Background: an optimization exercise with open tools, aiming at small area, a short achievable clock period and few clock cycles per item. Do not read the settings as production practice. Function was checked by simulation only, so behaviour that the tests miss may differ from the original.

<file path="design.v">
package fcn_pkg;
   localparam int MaxTaps    = 64;
   localparam int SampleBits = 16;
   localparam int CoefBits   = 16;
   localparam int CountBits  = 9;
   typedef enum logic [1:0] {
      CMD_LOAD_TAP = 2'd0,
      CMD_PUSH     = 2'd1,
      CMD_FLUSH    = 2'd2,
      CMD_CLEAR    = 2'd3
   } cmd_type;
   typedef enum logic [0:0] {
      REG_TAP_COUNT = 1'd0,
      REG_NORMALISE = 1'd1
   } reg_index_type;
   typedef enum logic [2:0] {
      ST_IDLE,
      ST_CLEAR,
      ST_MAC,
      ST_DIV,
      ST_OUT
   } state_type;
   typedef struct packed {
      logic [1:0]              cmd;
      logic [7:0]              tap_index;
      logic signed [15:0]      coefficient;
      logic signed [SampleBits-1:0] sample;
   } req_type;
   typedef struct packed {
      logic signed [SampleBits-1:0] out_sample;
      logic                         saturated;
   } rsp_type;
   typedef struct packed {
      logic start;
      logic dividend_neg;
      logic divisor_neg;
   } div_ctrl_type;
endpackage
module fcn_divider #(
   parameter int NumBits = 48,
   parameter int DenBits = 32
) (
   input  logic                      clock,
   input  logic                      reset,
   input  fcn_pkg::div_ctrl_type     ctrl,
   input  logic [NumBits-1:0]        dividend_mag,
   input  logic [DenBits-1:0]        divisor_mag,
   output logic                      done,
   output logic signed [NumBits:0]   quotient
);
   localparam int CntBits = $clog2(NumBits + 1);
   logic [NumBits-1:0] quo_ff, quo_in;
   logic [DenBits:0]   rem_ff, rem_in;
   logic [DenBits-1:0] den_ff;
   logic [CntBits-1:0] cnt_ff, cnt_in;
   logic               busy_ff, busy_in, neg_ff, neg_in, done_ff, done_in;
   logic [DenBits:0]   trial;
   always_comb begin
      quo_in  = quo_ff;
      rem_in  = rem_ff;
      cnt_in  = cnt_ff;
      busy_in = busy_ff;
      neg_in  = neg_ff;
      done_in = 1'b0;
      trial   = {rem_ff[DenBits-1:0], quo_ff[NumBits-1]};
      if (ctrl.start) begin
         quo_in  = dividend_mag;
         rem_in  = '0;
         cnt_in  = CntBits'(NumBits);
         busy_in = 1'b1;
         neg_in  = ctrl.dividend_neg ^ ctrl.divisor_neg;
      end else if (busy_ff) begin
         if (trial >= {1'b0, den_ff}) begin
            rem_in = trial - {1'b0, den_ff};
            quo_in = {quo_ff[NumBits-2:0], 1'b1};
         end else begin
            rem_in = trial;
            quo_in = {quo_ff[NumBits-2:0], 1'b0};
         end
         cnt_in = cnt_ff - 1'b1;
         if (cnt_ff == CntBits'(1)) begin
            busy_in = 1'b0;
            done_in = 1'b1;
         end
      end
   end
   always_ff @(posedge clock) begin
      if (reset) begin
         busy_ff <= 1'b0;
         done_ff <= 1'b0;
         cnt_ff  <= '0;
      end else begin
         busy_ff <= busy_in;
         done_ff <= done_in;
         cnt_ff  <= cnt_in;
      end
      quo_ff <= quo_in;
      rem_ff <= rem_in;
      neg_ff <= neg_in;
      if (ctrl.start) den_ff <= divisor_mag;
   end
   assign done     = done_ff;
   assign quotient = neg_ff ? -$signed({1'b0, quo_ff}) : $signed({1'b0, quo_ff});
endmodule
module fir_convolve_normalise #(
   parameter int MAX_TAPS    = fcn_pkg::MaxTaps
) (
   input  logic            clock,
   input  logic            reset,
   input  logic            req_valid,
   output logic            req_ready,
   input  logic [41:0]     req_data,
   output logic            rsp_valid,
   input  logic            rsp_ready,
   output logic [16:0]     rsp_data,
   input  logic            csr_valid,
   output logic            csr_ready,
   input  logic [0:0]      csr_index,
   input  logic [8:0]      csr_wdata
);
   localparam int SampleBits = fcn_pkg::SampleBits;
   localparam int AddrBits = $clog2(MAX_TAPS);
   localparam int CntBits  = AddrBits + 1;
   localparam int ProdBits = SampleBits + fcn_pkg::CoefBits;
   localparam int AccBits  = ProdBits + CntBits;
   localparam int GainBits = fcn_pkg::CoefBits + CntBits;
   localparam logic signed [AccBits:0] SatHigh = (AccBits+1)'((2 ** (SampleBits - 1)) - 1);
   localparam logic signed [AccBits:0] SatLow  = (AccBits+1)'(-(2 ** (SampleBits - 1)));
   fcn_pkg::state_type state_ff, state_in;
   logic signed [fcn_pkg::CoefBits-1:0] tap_mem [MAX_TAPS];
   logic signed [SampleBits-1:0]        hist_mem [MAX_TAPS];
   logic signed [fcn_pkg::CoefBits-1:0] tap_rd_ff;
   logic signed [SampleBits-1:0]        hist_rd_ff;
   logic [fcn_pkg::CountBits-1:0] tap_count_ff;
   logic                          norm_ff;
   logic [AddrBits-1:0]           wp_ff, wp_in;
   logic [CntBits-1:0]            idx_ff, idx_in, used_ff, used_in;
   logic                          rd_valid_ff, rd_valid_in;
   logic                          init_ff, init_in;
   logic signed [AccBits-1:0]     acc_ff, acc_in;
   logic signed [GainBits-1:0]    gain_ff, gain_in;
   logic signed [ProdBits-1:0]    prod_ff;
   logic                          prod_valid_ff;
   fcn_pkg::rsp_type              rsp_ff, rsp_in;
   logic                          rsp_valid_ff, rsp_valid_in;
   logic                 tap_we, hist_we;
   logic [AddrBits-1:0]  tap_waddr, hist_waddr, tap_raddr, hist_raddr;
   logic signed [fcn_pkg::CoefBits-1:0] tap_wdata;
   logic signed [SampleBits-1:0]        hist_wdata;
   fcn_pkg::div_ctrl_type div_ctrl;
   logic                  div_done;
   logic signed [AccBits:0] div_q;
   logic [AccBits-1:0]      acc_mag;
   logic [GainBits-1:0]     gain_mag;
   logic signed [AccBits:0] result_q;
   logic signed [AccBits-1:0] shifted;
   logic                    req_fire;
   fcn_pkg::req_type        req;
   assign req = fcn_pkg::req_type'(req_data);
   assign req_ready = (state_ff == fcn_pkg::ST_IDLE) && !init_ff && !rsp_valid_ff;
   assign req_fire  = req_valid && req_ready;
   assign csr_ready = 1'b1;
   always_ff @(posedge clock) begin
      if (reset) begin
         tap_count_ff <= fcn_pkg::CountBits'(256);
         norm_ff      <= 1'b1;
      end else if (csr_valid) begin
         case (csr_index)
            fcn_pkg::REG_TAP_COUNT: tap_count_ff <= csr_wdata;
            fcn_pkg::REG_NORMALISE: norm_ff      <= csr_wdata[0];
            default: ;
         endcase
      end
   end
   always_ff @(posedge clock) begin
      if (tap_we) tap_mem[tap_waddr] <= tap_wdata;
      tap_rd_ff <= tap_mem[tap_raddr];
   end
   always_ff @(posedge clock) begin
      if (hist_we) hist_mem[hist_waddr] <= hist_wdata;
      hist_rd_ff <= hist_mem[hist_raddr];
   end
   always_comb begin
      state_in = state_ff;
      case (state_ff)
         fcn_pkg::ST_IDLE:
            if (req_fire) begin
               case (req.cmd)
                  fcn_pkg::CMD_CLEAR: state_in = fcn_pkg::ST_CLEAR;
                  fcn_pkg::CMD_PUSH, fcn_pkg::CMD_FLUSH: state_in = fcn_pkg::ST_MAC;
                  default: state_in = fcn_pkg::ST_IDLE;
               endcase
            end
         fcn_pkg::ST_CLEAR:
            if (idx_ff == CntBits'(MAX_TAPS - 1)) state_in = fcn_pkg::ST_IDLE;
         fcn_pkg::ST_MAC:
            if (idx_ff >= used_ff && !rd_valid_ff && !prod_valid_ff) begin
               if (norm_ff && gain_ff != '0) state_in = fcn_pkg::ST_DIV;
               else state_in = fcn_pkg::ST_OUT;
            end
         fcn_pkg::ST_DIV:
            if (div_done) state_in = fcn_pkg::ST_OUT;
         fcn_pkg::ST_OUT: state_in = fcn_pkg::ST_IDLE;
         default: state_in = fcn_pkg::ST_IDLE;
      endcase
   end
   assign acc_mag  = acc_ff[AccBits-1] ? AccBits'(-acc_ff) : AccBits'(acc_ff);
   assign gain_mag = gain_ff[GainBits-1] ? GainBits'(-gain_ff) : GainBits'(gain_ff);
   assign shifted  = acc_ff >>> 15;
   fcn_divider #(.NumBits(AccBits), .DenBits(GainBits)) u_div (
      .clock, .reset, .ctrl(div_ctrl), .dividend_mag(acc_mag), .divisor_mag(gain_mag),
      .done(div_done), .quotient(div_q)
   );
   assign result_q = (norm_ff && gain_ff != '0) ? div_q : shifted;
   always_comb begin
      tap_we      = 1'b0;
      tap_waddr   = AddrBits'(req.tap_index);
      tap_wdata   = req.coefficient;
      hist_we     = 1'b0;
      hist_waddr  = wp_ff;
      hist_wdata  = (req.cmd == fcn_pkg::CMD_PUSH) ? req.sample : '0;
      tap_raddr   = idx_ff[AddrBits-1:0];
      hist_raddr  = (CntBits'(wp_ff) >= idx_ff) ? AddrBits'(CntBits'(wp_ff) - idx_ff) :
                    AddrBits'(CntBits'(wp_ff) + CntBits'(MAX_TAPS) - idx_ff);
      wp_in       = wp_ff;
      idx_in      = idx_ff;
      used_in     = used_ff;
      rd_valid_in = 1'b0;
      init_in     = init_ff;
      acc_in      = acc_ff;
      gain_in     = gain_ff;
      div_ctrl    = '0;
      rsp_in      = rsp_ff;
      rsp_valid_in = rsp_valid_ff && !rsp_ready;
      if (init_ff) begin
         tap_we     = 1'b1;
         tap_waddr  = idx_ff[AddrBits-1:0];
         tap_wdata  = '0;
         hist_we    = 1'b1;
         hist_waddr = idx_ff[AddrBits-1:0];
         hist_wdata = '0;
         idx_in     = idx_ff + 1'b1;
         if (idx_ff == CntBits'(MAX_TAPS - 1)) init_in = 1'b0;
      end
      case (state_ff)
         fcn_pkg::ST_IDLE:
            if (req_fire) begin
               idx_in = '0;
               case (req.cmd)
                  fcn_pkg::CMD_LOAD_TAP:
                     tap_we = (32'(req.tap_index) < MAX_TAPS);
                  fcn_pkg::CMD_CLEAR: wp_in = '0;
                  default: begin
                     hist_we = 1'b1;
                     used_in = (32'(tap_count_ff) > MAX_TAPS) ?
                               CntBits'(MAX_TAPS) : CntBits'(tap_count_ff);
                     acc_in  = '0;
                     gain_in = '0;
                  end
               endcase
            end
         fcn_pkg::ST_CLEAR: begin
            hist_we    = 1'b1;
            hist_waddr = idx_ff[AddrBits-1:0];
            hist_wdata = '0;
            idx_in     = idx_ff + 1'b1;
         end
         fcn_pkg::ST_MAC: begin
            if (idx_ff < used_ff) begin
               idx_in      = idx_ff + 1'b1;
               rd_valid_in = 1'b1;
            end
            if (rd_valid_ff) gain_in = gain_ff + tap_rd_ff;
            if (prod_valid_ff) acc_in = acc_ff + prod_ff;
            if (state_in != fcn_pkg::ST_MAC) begin
               wp_in = (wp_ff == AddrBits'(MAX_TAPS - 1)) ? '0 : wp_ff + 1'b1;
               div_ctrl.start = (state_in == fcn_pkg::ST_DIV);
               div_ctrl.dividend_neg = acc_ff[AccBits-1];
               div_ctrl.divisor_neg  = gain_ff[GainBits-1];
            end
         end
         fcn_pkg::ST_OUT: begin
            rsp_valid_in = 1'b1;
            if (result_q > SatHigh) begin
               rsp_in.out_sample = {1'b0, {(SampleBits-1){1'b1}}};
               rsp_in.saturated  = 1'b1;
            end else if (result_q < SatLow) begin
               rsp_in.out_sample = {1'b1, {(SampleBits-1){1'b0}}};
               rsp_in.saturated  = 1'b1;
            end else begin
               rsp_in.out_sample = SampleBits'(result_q);
               rsp_in.saturated  = 1'b0;
            end
         end
         default: ;
      endcase
   end
   always_ff @(posedge clock) begin
      if (reset) begin
         state_ff      <= fcn_pkg::ST_IDLE;
         wp_ff         <= '0;
         idx_ff        <= '0;
         used_ff       <= '0;
         rd_valid_ff   <= 1'b0;
         prod_valid_ff <= 1'b0;
         init_ff       <= 1'b1;
         rsp_valid_ff  <= 1'b0;
      end else begin
         state_ff      <= state_in;
         wp_ff         <= wp_in;
         idx_ff        <= idx_in;
         used_ff       <= used_in;
         rd_valid_ff   <= rd_valid_in;
         prod_valid_ff <= rd_valid_ff && (state_ff == fcn_pkg::ST_MAC);
         init_ff       <= init_in;
         rsp_valid_ff  <= rsp_valid_in;
      end
      acc_ff  <= acc_in;
      gain_ff <= gain_in;
      prod_ff <= tap_rd_ff * hist_rd_ff;
      rsp_ff  <= rsp_in;
   end
   assign rsp_valid = rsp_valid_ff;
   assign rsp_data  = rsp_ff;
endmodule
</file>
<file path="run.sh">
#!/bin/bash
# synth_recipe.tcl (not shown) runs the flow's synth.tcl, then flattens the netlist and writes it again
# the make line also repeats each setting of config.mk as NAME=value (left out here)
make -C /OpenROAD-flow-scripts/flow DESIGN_CONFIG=/design/flow/config.mk WORK_HOME=/design/flow/orfs CLKGATE_MAP_FILE= SYNTH_SCRIPT=/design/flow/synth_recipe.tcl finish
</file>
<file path="config.mk">
export PLATFORM = sky130hd
export DESIGN_NAME = fir_convolve_normalise
export DESIGN_NICKNAME = fir_convolve_normalise
export VERILOG_FILES = /design/flow/design.v
export SDC_FILE = /design/flow/constraint.sdc
export NUM_CORES = 4
export LEC_CHECK = 0
export CAP_MARGIN = 20
export CORE_MARGIN = 2
export CORE_UTILIZATION = 40
export SLEW_MARGIN = 20
</file>
<file path="constraint.sdc">
create_clock -name core_clock -period 8.0 [get_ports {clock}]
set_input_delay 1.6000 -clock core_clock [delete_from_list [all_inputs] [get_ports {clock}]]
set_output_delay 1.6000 -clock core_clock [all_outputs]
set_load 0.01 [all_outputs]
</file>
==> summary.md, run 1 <==
| Metric | Value |
|---|---|
| Clk sinks | approximately 2300 |
| RR Startpoint | tap_rd_ff[7] |
| Total GRT Usage | 19.2% |
| Routed Antenna Nets | 0 |
| Post-CTS setup buffers | 0 |
| Seq/Total Area, Yosys | around two thirds |
| Syn_area_per_cell | roughly 16 um2 |
| Largest cells by area after synthesis | edfxtp_1, mux4_2, fa_1 |
| Placer congestion estimate | 0.852 |
| Routed length per placed instance | between 20 and 25 um |
| Clk pin slew, worst setup/hold paths | approximately 0.07 ns |
| Top-count cell post-synth | edfxtp_1 |
| Leading cell types by count after synthesis | edfxtp_1, mux4_2, inv_1 |
| Die H | a little over 500 um |
| Die Area | roughly 270000 um2 |
| Initial antenna violation count | 6 |
| Post-synthesis xor/xnor area fraction | around 1.6% |
| Unrepaired setup endpoints after global routing | no |
| Worst-margin pin slew | about 1.1 ns |
| Crit Path Class | reg -> reg |
| Largest family of logic cells by synthesized area | multiplexers |
| Worst path cell trace | nand2_1 > fa_1 > inv_1 > fa_1 > fa_1 > fa_1 > fa_1 > inv_1 > fa_1 > inv_1 > ha_1 > a21o_1 > a21oi_1 > or3b_2 > o32ai_1 > o2111ai_1 > nand2_1 > o2111ai_1 > a21oi_1 > xnor2_1 |
| R2R cell count | 20 |
| Post-Synth Adder-Cell Area | under 10% |
| Vias in the first global route | about 58000 |
| #FFs+latches synth | 2322 |
| Hold buffer count at cts | 0 |
| Largest net degree at the start of global routing | 130 |
| Final #Nets | about 7000 |
| Post-synthesis mux area share | 12.5% |
| Dpl hpwl | 158000 um |
| Initial core utilization | roughly 40% |
| GRT Residual Overflow | 0 |
| Fin crit share | a little under nine tenths |
| CP startpoint kind | flop |
| TritonCTS clock tree | built |
| Max-cap violations | 0 |
| Status | complete, no violations |
| Primary FF master, synth | edfxtp_1 |
| Top cell type's share of synthesized area | a little over three fifths |
| Most used cell, CP | fa_1 |
| R2R Setup Slk | 1.13 ns |
| R2R Path End | prod_ff[31] |
| Worst hold path depth | 1 |
| Htree depth | 4 |
| Post-route minimum period | roughly 7 ns |
| Gate Count Post-Synth | approximately 6500 |
| Fin Setup TNS | 0 ns |
| Slowest stage delay, CP | 0.84 ns |
| Synth Area in Simple Gates | between 5 and 6% |
| Global-route wire length before repair | 380000 um |
| Worst min path class | reg -> reg |
| WHS Endpoint | prod_valid_ff |
| Routed WL | ~260000 um |
| Fmax | about 150 MHz |
| Initial DRC Count | about 5300 |
| Clk root buf | clkbuf_16 |
| Synth area leader | edfxtp_1 |
| CP max stage cell | dfxtp_1 |
| Die width | 516 um |
| HP Start | rd_valid_ff |
| Final setup fails | 0 |
| Layout cell share with drive strength beyond 1 | between 15 and 20% |
| Async SR Flop Fraction | 0% |
| Clk latency of the worst-skew pair | around 0.95 ns |
| Synthesis-to-finish area growth | 13.1% |
| Arrival time at the worst endpoint | 7.62 ns |
| Fillers | roughly 22000 |
| Longest Clk Path Bufs | 3 |
| Worst setup slack after layout | roughly 1.1 ns |
| Syn nets | 6994 |
| Drt first pass iters | 5 |
| IO Count | 77 |
| Synthesized area | 105000 um2 |
| Via count | 57636 |
| Core ar. | approximately 260000 um2 |
| Drt drc | 0 |
| PortBufs | 75 |
| Slew HR | between 20% and 30% |
| Number of synthesized flops with an enable pin | around 2200 |
| Post-synth cell types | between 70 and 80 |
| WP data required | 8.75 ns |
| Slew Limit Fails | 0 |
| Yosys warning count | 2 |
| CP Capture Type | flop |
| TritonCTS Buffers | ~230 |
| Vias per Instance | about 5.5 |
| CP max FO | 17 |
| Post-CTS Resized | 0 |
| Fin. Hold Viols | 0 |
| Setup WS pre-CTS | 1.18 ns |
| Compound-cell area share of the yosys netlist | between 5 and 6% |
| Cell Rows | 188 |
| Setup Skew | around 0.1 ns |
-- cells by family after synthesis --
| group | after synthesis |
|---|---|
| flip-flops | 2322 |
| AND/OR/NAND/NOR | 1230 |
| AO/OA/AOI/OAI | 845 |
| multiplexers | 753 |
| buffers and inverters | 683 |
| adder cells (fa/ha/maj) | 454 |
| XOR/XNOR | 195 |
| other | 1 |
-- metal layers --
metal | routed length (um) | GRT usage, % | vias up
met5 | 0 | 0 | -
met4 | 6060 | 5.11 | 0
met3 | 16800 | 3.04 | 353
met2 | 122000 | 30.8 | 1889
met1 | 112000 | 27.1 | 29977
li1 | - | - | 25417
-- state kept, by name, indices dropped and copies added (netlist names), 7 cells and up --
| name | cells |
|---|---|
| u_div.quo_ff | 39 |
| idx_ff | 7 |
| tap_rd_ff | 16 |
| rsp_ff | 17 |
| hist_mem | 1024 |
| used_ff | 7 |
| hist_rd_ff | 16 |
| prod_ff | 32 |
| u_div.den_ff | 23 |
| u_div.rem_ff | 23 |
| tap_mem | 1024 |
| gain_ff | 23 |
| tap_count_ff | 9 |
| acc_ff | 39 |
-- placed cells by master, fill, tap and decap left out, drive strengths merged, types with 12 or more instances in the layout --
master	instances
nand2b	41
or3	26
clkbuf	297
or2	12
nor2	343
a21oi	228
xnor2	98
inv	383
mux2i	300
or4	16
a31oi	19
nand4	20
o21ai	155
nor3	137
o41ai	19
o31ai	42
o21a	17
nand2	307
and3	27
o21bai	13
a21o	44
o211ai	12
dfxtp	132
nor2b	56
mux4	448
xor2	97
nor4	23
clkinvlp	12
and2	139
fa	266
o22ai	67
a211oi	46
bufinv	19
nand3	49
clkinv	100
o221ai	128
edfxtp	2190
ha	188
buf	207
clkdlybuf4s50	74
-- how the worst max path moves through the flow --
| stage | start | endpoint | slack (ns) | cells past startpoint |
|---|---|---|---|---|
| 3_5_place_dp | tap_rd_ff[9] | prod_ff[31] | 1.18 | 20 |
| 4_1_cts | hist_rd_ff[7] | prod_ff[31] | 1.18 | 20 |
| 3_3_place_gp | tap_rd_ff[6] | prod_ff[31] | 1.19 | 20 |
| 2_1_floorplan | tap_rd_ff[15] | prod_ff[29] | 1.53 | 23 |
| 6_report | tap_rd_ff[7] | prod_ff[31] | 1.13 | 20 |
| 5_1_grt | hist_rd_ff[7] | prod_ff[31] | 0.80 | 20 |
-- critical path, delay by kind of cell, from the launching register on --
| kind | cells | cell delay, ns |
|---|---|---|
| adder cells (fa/ha/maj) | 7 | 3.32 |
| buffers and inverters | 3 | 0.16 |
| XOR/XNOR | 1 | 0.08 |
| AO/OA/AOI/OAI | 6 | 1.53 |
| AND/OR/NAND/NOR | 3 | 0.82 |
| flip-flops | 1 | 0.84 |
-- area by class of cell --
type                    count  area (um2)  share of cell area, %
well taps                3515        4400                   3.70
flip-flops and latches   2322       68400                   57.6
clock buffers             296        6220                   5.24
inverters                 378        1420                   1.19
repair buffers            282        2420                   2.04
diodes                      4        10.0                0.00843
multi-input cells        3478       34300                   28.9
clock inverters           136        1530                   1.28
-- stage by stage --
| stage | hold slack (ns) | util [%] | cells | cell area (um2) |
|---|---|---|---|---|
| 6_report | 0.430 | 45.4 | 10411 | 119000 |
| 2_1_floorplan | 0.436 | - | 6483 | 105000 |
| 5_1_grt | 0.438 | 45.4 | 10410 | 119000 |
| 4_1_cts | 0.425 | 45.3 | 10405 | 119000 |
| 3_3_place_gp | 0.457 | 42.4 | 9973 | 111000 |
| 3_5_place_dp | 0.454 | 42.4 | 9973 | 111000 |
Testbench counts, summed over its fixed seeds: cycles 180,677, items 1,920.
==> run 2: changes to the inputs <==
--- a/design.v
+++ b/design.v
@@ -50,9 +50,10 @@
 );
    localparam int CntBits = $clog2(NumBits + 1);
+   localparam int QBits   = 17;
    logic [NumBits-1:0] quo_ff, quo_in;
    logic [DenBits:0]   rem_ff, rem_in;
    logic [DenBits-1:0] den_ff;
    logic [CntBits-1:0] cnt_ff, cnt_in;
-   logic               busy_ff, busy_in, neg_ff, neg_in, done_ff, done_in;
+   logic               busy_ff, busy_in, neg_ff, neg_in, done_ff, done_in, ovf_ff, ovf_in;
    logic [DenBits:0]   trial;
    always_comb begin
@@ -62,10 +63,12 @@
       busy_in = busy_ff;
       neg_in  = neg_ff;
+      ovf_in  = ovf_ff;
       done_in = 1'b0;
       trial   = {rem_ff[DenBits-1:0], quo_ff[NumBits-1]};
       if (ctrl.start) begin
-         quo_in  = dividend_mag;
-         rem_in  = '0;
-         cnt_in  = CntBits'(NumBits);
+         quo_in  = {dividend_mag[QBits-1:0], {(NumBits-QBits){1'b0}}};
+         rem_in  = (DenBits+1)'(dividend_mag[NumBits-1:QBits]);
+         ovf_in  = ((DenBits+1)'(dividend_mag[NumBits-1:QBits]) >= {1'b0, divisor_mag});
+         cnt_in  = CntBits'(QBits);
          busy_in = 1'b1;
          neg_in  = ctrl.dividend_neg ^ ctrl.divisor_neg;
@@ -98,8 +101,11 @@
       rem_ff <= rem_in;
       neg_ff <= neg_in;
+      ovf_ff <= ovf_in;
       if (ctrl.start) den_ff <= divisor_mag;
    end
    assign done     = done_ff;
-   assign quotient = neg_ff ? -$signed({1'b0, quo_ff}) : $signed({1'b0, quo_ff});
+   logic [NumBits-1:0] quo_mag;
+   assign quo_mag  = ovf_ff ? NumBits'(1) << QBits : quo_ff;
+   assign quotient = neg_ff ? -$signed({1'b0, quo_mag}) : $signed({1'b0, quo_mag});
 endmodule
 module fir_convolve_normalise #(
==> summary.md, run 2 <==
| Metric | Value |
|---|---|
| Status | complete, no violations |
| Vias in the first global route | a little under 60000 |
| Syn_area_per_cell | between 15 and 20 um2 |
| Clk latency of the worst-skew pair | slightly above 0.9 ns |
| Cell Rows | approximately 190 |
| Via count | around 56000 |
| Most common cell after layout, fill and taps aside | edfxtp_1 |
| Multi-input logic area | between 30000 and 40000 um2 |
| Syn nets | just under 7000 |
| Routed length per placed instance | roughly 26 um |
| Worst path cell trace | nand2_1 > fa_1 > inv_1 > fa_1 > fa_1 > fa_1 > fa_1 > inv_1 > fa_1 > inv_1 > ha_1 > a21o_1 > a2111o_1 > a31oi_1 > nor3_1 > o2111ai_1 > a21oi_1 > a2111o_1 > a21oi_1 > xnor2_1 |
| Routed WL | between 200000 and 300000 um |
| Initial antenna violation count | 8 |
| Synth area leader | edfxtp_1 |
| Initial core utilization | 40.3% |
| TritonCTS clock tree | built |
| Leading cell types by count after synthesis | edfxtp_1, mux4_2, inv_1 |
| Post-CTS Resized | 0 |
| CP startpoint kind | flop |
| Layout cell share with drive strength beyond 1 | roughly a fifth |
| Core ar. | around 260000 um2 |
| GRT Residual Overflow | 0 |
| TritonCTS Buffers | roughly 240 |
| CP max stage cell | dfxtp_1 |
| Drt first pass iters | 8 |
| CP max FO | 17 |
| Slew Limit Fails | 0 |
| Setup Skew | 0.0998 ns |
| Seq/Total Area, Yosys | between 60% and 70% |
| Biggest regs | hist_mem (1024), tap_mem (1024) |
| Crit Path Class | reg -> reg |
| Post-synthesis mux area share | 14.7% |
| Largest net degree at the start of global routing | between 100 and 150 |
| Most used cell, CP | fa_1 |
| Top delay family on crit path | adder cells |
| Worst min path class | reg -> reg |
| Reg area | 68500 um2 |
| Number of synthesized flops with an enable pin | ~2200 |
| Longest Clk Path Bufs | 3 |
| Synth Area in Simple Gates | 5.35% |
| Initial DRC Count | about 5400 |
| Vias per Instance | 5.57 |
| Post-synthesis xor/xnor area fraction | under 10% |
| Top-count cell post-synth | edfxtp_1 |
| IO Count | 77 |
| Hold slack | 0.471 ns |
| Fin crit share | ~86% |
| PortBufs | 75 |
| Yosys warning count | 2 |
| Total GRT Usage | between 15 and 20% |
| Slowest stage delay, CP | 0.91 ns |
| Largest cells by area after synthesis | edfxtp_1, mux4_2, fa_1 |
| Largest family of logic cells by synthesized area | multiplexers |
| Routed Antenna Nets | 0 |
| CP Capture Type | flop |
| Post-route minimum period | just under 7 ns |
| Fin Setup TNS | 0 ns |
| Global-route wire length before repair | slightly below 400000 um |
| Final #Nets | ~7000 |
| Gate Count Post-Synth | between 6000 and 7000 |
| Final setup fails | 0 |
| Die Area | 269000 um2 |
| Compound-cell area share of the yosys netlist | roughly 3.9% |
| Post-synth cell types | 87 |
| Async SR Flop Fraction | 0% |
| Drt drc | 0 |
| Clk pin slew, worst setup/hold paths | about 0.060 ns |
| Unrepaired setup endpoints after global routing | no |
| Post-Synth Adder-Cell Area | under 10% |
| Max-cap violations | 0 |
| Primary FF master, synth | edfxtp_1 |
| Synthesis-to-finish area growth | 13.4% |
| WP data required | 8.79 ns |
| Fillers | 22615 |
| Commonest cells after routing, fill and taps aside | edfxtp_1, mux4_2, inv_1 |
| #FFs+latches synth | approximately 2300 |
| Post-CTS setup buffers | 0 |
| Clk root buf | clkbuf_16 |
| Die H | just over 500 um |
| Clk sinks | around 2300 |
| Worst-margin pin slew | roughly 1.2 ns |
| Hold buffer count at cts | 0 |
| Top cell type's share of synthesized area | slightly above 60% |
| Slew HR | about a fifth |
| Htree depth | 4 |
| WP buf/inv | 3 |
| Fmax | about 140 MHz |
| Fin. Hold Viols | 0 |
| Arrival time at the worst endpoint | 7.70 ns |
| Dpl hpwl | approximately 160000 um |
| Die width | 519 um |
| Synthesized area | ~110000 um2 |
| Placer congestion estimate | about 0.84 |
[run 2: cell types whose count changed in the layout (fill, tap and decap cells not counted), sizes merged, moves of 22 or more]
cell    delta
inv       +48
o22ai     -61
o221ai   -124
xor2      -43
mux4     +208
a21oi     -79
mux2i    -224
nor3      -73
ha        +22
[run 2: kinds of logic (layout without fill, tap and decap cells)]
family / after synthesis / count (layout)
AO/OA/AOI/OAI: 625 / 625
XOR/XNOR: 167 / 167
adder cells (fa/ha/maj): 476 / 476
buffers and inverters: 702 / 1133
flip-flops: 2323 / 2323
multiplexers: 736 / 736
other: 1 / 9
AND/OR/NAND/NOR: 1162 / 1162
[run 2: layer usage]
| metal | up-vias | track usage (%) | wire length [um] |
|---|---|---|---|
| li1 | 24498 | - | - |
| met4 | 2 | 5.56 | 6890 |
| met5 | - | 0 | 13 |
| met1 | 29960 | 26.8 | 113000 |
| met2 | 1661 | 32.5 | 131000 |
| met3 | 358 | 2.33 | 13200 |
[run 2: layout make-up]
type | count | share of cell area (%)
clock inverters | 144 | 1.33
flip-flops and latches | 2323 | 57.0
clock buffers | 295 | 5.24
well taps | 3515 | 3.66
diodes | 8 | 0.0167
repair buffers | 266 | 1.93
multi-input cells | 3167 | 29.5
inverters | 428 | 1.34
[run 2: worst min-delay path, delay by kind of cell (launching register included)]
family	cells	cell delay [ns]
flip-flops	1	0.31
AND/OR/NAND/NOR	1	0.06
AO/OA/AOI/OAI	1	0.05
[run 2: metrics by stage]
stage,instances,util (%),area (um2),setup WS (ns)
floorplan,6192,-,106000,1.55
finish,10146,45.7,120000,1.09
CTS,10137,45.6,120000,1.09
detailed placement,9698,42.6,112000,1.11
global placement,9698,42.6,112000,1.24
global route,10139,45.7,120000,0.647
[run 2: final timing paths]
kind                        start              end  slack [ns]  depth (start not counted)
hold / removal    tap_count_ff[7]  tap_count_ff[7]        0.47                          2
setup / recovery     tap_rd_ff[8]      prod_ff[31]        1.09                         20
setup reg to reg     tap_rd_ff[8]      prod_ff[31]        1.09                         20
hold reg to reg   tap_count_ff[7]  tap_count_ff[7]        0.47                          2
Testbench counts of run 2, summed over its fixed seeds: cycles 143,717, items 1,920.
==> run 3: changes to the inputs <==
--- a/config.mk
+++ b/config.mk
@@ -9,3 +9,4 @@
 export CORE_MARGIN = 2
 export CORE_UTILIZATION = 40
+export SETUP_SLACK_MARGIN = 2.5
 export SLEW_MARGIN = 20
==> summary.md, run 3 <==
| Metric | Value |
|---|---|
| Clk sinks | around 2300 |
| Slew Limit Fails | 0 |
| Fmax | approximately 170 MHz |
| Final Util | a little under half |
| Arrival time at the worst endpoint | roughly 6.6 ns |
| Number of synthesized flops with an enable pin | around 2200 |
| Fin Setup TNS | 0 ns |
| Routed length per placed instance | ~26 um |
| Commonest cells after routing, fill and taps aside | edfxtp_1, mux4_2, inv_1 |
| Longest Clk Path Bufs | 3 |
| CP max FO | 5 |
| R2R Path End | prod_ff[30] |
| Final setup fails | 0 |
| Initial antenna violation count | 9 |
| Largest cells by area after synthesis | edfxtp_1, mux4_2, fa_1 |
| Setup Skew | 0.0968 ns |
| Total GRT Usage | between 10% and 20% |
| Cell Count Post-Placement | around 9700 |
| Final #Nets | ~7000 |
| R2R cell count | 19 |
| Layout Cells excl Fill | just over 10000 |
| Die H | just over 500 um |
| Synthesis-to-finish area growth | 14.0% |
| Post-route minimum period | a little under 6 ns |
| Synth area leader | edfxtp_1 |
| Primary FF master, synth | edfxtp_1 |
| Routed WL | 265000 um |
| IO Count | just under 80 |
| CP Capture Type | flop |
| Clk root buf | clkbuf_16 |
| Seq/Total Area, Yosys | roughly 65% |
| Drt drc | 0 |
| Fin crit share | 74.0% |
| TritonCTS Buffers | 233 |
| Crit Path Class | reg -> reg |
| Placer congestion estimate | 0.844 |
| Worst min path class | reg -> reg |
| Fin. Hold Viols | 0 |
| Async SR Flop Fraction | 0% |
| Post-synth cell types | 87 |
| Htree depth | 4 |
| Vias in the first global route | around 58000 |
| GRT Residual Overflow | 0 |
| Slew HR | a little under a quarter |
| Worst hold path depth | 2 |
| Most common cell after layout, fill and taps aside | edfxtp_1 |
| Vias per Instance | between 5 and 6 |
| PortBufs | 75 |
| Crit path from | tap_rd_ff[5] |
| Largest net degree at the start of global routing | 89 |
| Cell Rows | about 190 |
| Initial DRC Count | between 5000 and 6000 |
| Max-cap violations | 0 |
| Gate Count Post-Synth | between 6000 and 7000 |
| WP data required | between 8 and 9 ns |
| Unrepaired setup endpoints after global routing | yes |
| Layout cell share with drive strength beyond 1 | a little under a quarter |
| TritonCTS clock tree | built |
| Global-route wire length before repair | 390000 um |
| Initial core utilization | roughly two fifths |
| Top cell type's share of synthesized area | 62.1% |
| Synthesized area | 106000 um2 |
| Routed Antenna Nets | 0 |
| Syn nets | a little under 7000 |
| Worst-margin pin slew | around 1.1 ns |
| RR Startpoint | tap_rd_ff[5] |
| CP startpoint kind | flop |
| R2R Setup Slk | 2.08 ns |
| Top-count cell post-synth | edfxtp_1 |
| Biggest regs | hist_mem (1024), tap_mem (1024) |
| Status | complete, no violations |
| Via count | approximately 57000 |
| Die width | between 500 and 600 um |
| Drt first pass iters | 5 |
| Worst setup slack after layout | ~2.1 ns |
| Clk pin slew, worst setup/hold paths | ~0.060 ns |
| Syn_area_per_cell | 17.1 um2 |
| Die Area | 269000 um2 |
| Leading cell types by count after synthesis | edfxtp_1, mux4_2, inv_1 |
| #FFs+latches synth | 2323 |
| Dpl hpwl | roughly 160000 um |
| Yosys warning count | 2 |
| Core ar. | about 260000 um2 |
| Setup WS pre-CTS | between 1.5 and 2 ns |
| Worst setup path end | prod_ff[30] |
| Hold slack | 0.468 ns |
| Clk latency of the worst-skew pair | around 0.91 ns |
[run 3: area by class of cell]
cell class,count,area [um2]
Timing Repair Buffer,332,2860
Sequential cell,2323,68600
Fill cell,22484,142000
Inverter,428,1610
Clock buffer,298,6150
Multi-Input combinational cell,3167,35800
Antenna cell,3,7.51
Clock inverter,138,1430
Tap cell,3515,4400
[run 3: critical path, stage by stage (launching register included)]
cell	delay, ns
dfxtp_4	0.37
buf_6	0.12
buf_6	0.12
and2_4	0.13
fa_1	0.50
fa_1	0.61
fa_2	0.50
fa_1	0.53
fa_1	0.54
inv_1	0.05
fa_1	0.51
inv_2	0.05
ha_4	0.27
and3_4	0.19
nand2_2	0.06
or3_4	0.40
a311oi_4	0.44
a41oi_2	0.17
mux2i_1	0.17
nand2_1	0.06
[run 3: worst min path at each step]
stage	slack, ns	to	startpoint
6_report	0.47	tap_count_ff[6]	tap_count_ff[6]
5_1_grt	0.50	tap_count_ff[7]	tap_count_ff[7]
4_1_cts	0.47	tap_count_ff[6]	tap_count_ff[6]
3_5_place_dp	0.46	tap_count_ff[6]	tap_count_ff[6]
3_3_place_gp	0.46	tap_count_ff[6]	tap_count_ff[6]
2_1_floorplan	0.44	tap_count_ff[7]	tap_count_ff[7]
[run 3: kinds of logic (layout without fill, tap and decap cells)]
logic type                 count (synthesis)  after routing  synth area share, %
and+or+nand+nor                         1162           1162                 5.35
buffers and inverters                    702           1196                 2.54
other                                      1              4              0.00354
adders and majority gates                476            476                 7.51
DFF                                     2323           2323                 64.6
AOI/OAI and AO/OA                        625            625                 3.92
muxes                                    736            736                 14.7
xor gates and xnor gates                 167            167                 1.38
[run 3: stage by stage]
stage	cell area, um2
after global routing	121000
after CTS	120000
final	121000
after detailed placement	112000
after global placement	112000
after floorplan	106000
[run 3: repair_timing]
action	in CTS	in global routing
setup endpoints to repair	16	18
buffers inserted	55	19
hold buffers	0	0
pin swaps	33	49
gates resized for setup	58	44
[run 3: per-layer routing]
metal / up-vias / track usage [%] / part of all wire (%)
met2: 1765 / 32.4 / 49
met1: 29958 / 26.9 / 42
met4: 4 / 5.77 / 2.8
met3: 391 / 2.65 / 5.7
li1: 24596 / - / -
met5: - / 0 / 0.0091

-- static timing again, ports no longer ideal --
Ports are ideal in the flow. The routed layouts listed here were re-timed in OpenROAD. Step 1 assumes that a clkbuf_16 drives the clock port and a buf_2 every other input. Step 2, shift: input delay + t, output delay - t, t = (earliest + latest rising clock arrival at the registers) / 2. This alone moves slack from input paths to output paths. a / b / c = ideal / step 1 / step 2; a / b = the first two.
| run | shift t [ns] | slack for setup (ns) | worst setup path at the end | slew at the worst register clock pin (ns) |
|---|---|---|---|---|
| run 1 | 0.981 | 1.129 / 1.129 / 1.129 | register to register | 0.07 / 0.07 |
| run 2 | 0.978 | 1.091 / 1.091 / 1.091 | register to register | 0.08 / 0.08 |
| run 3 | 0.968 | 2.079 / 2.079 / 2.079 | register to register | 0.07 / 0.07 |
After both steps setup and hold are still met in every run listed.
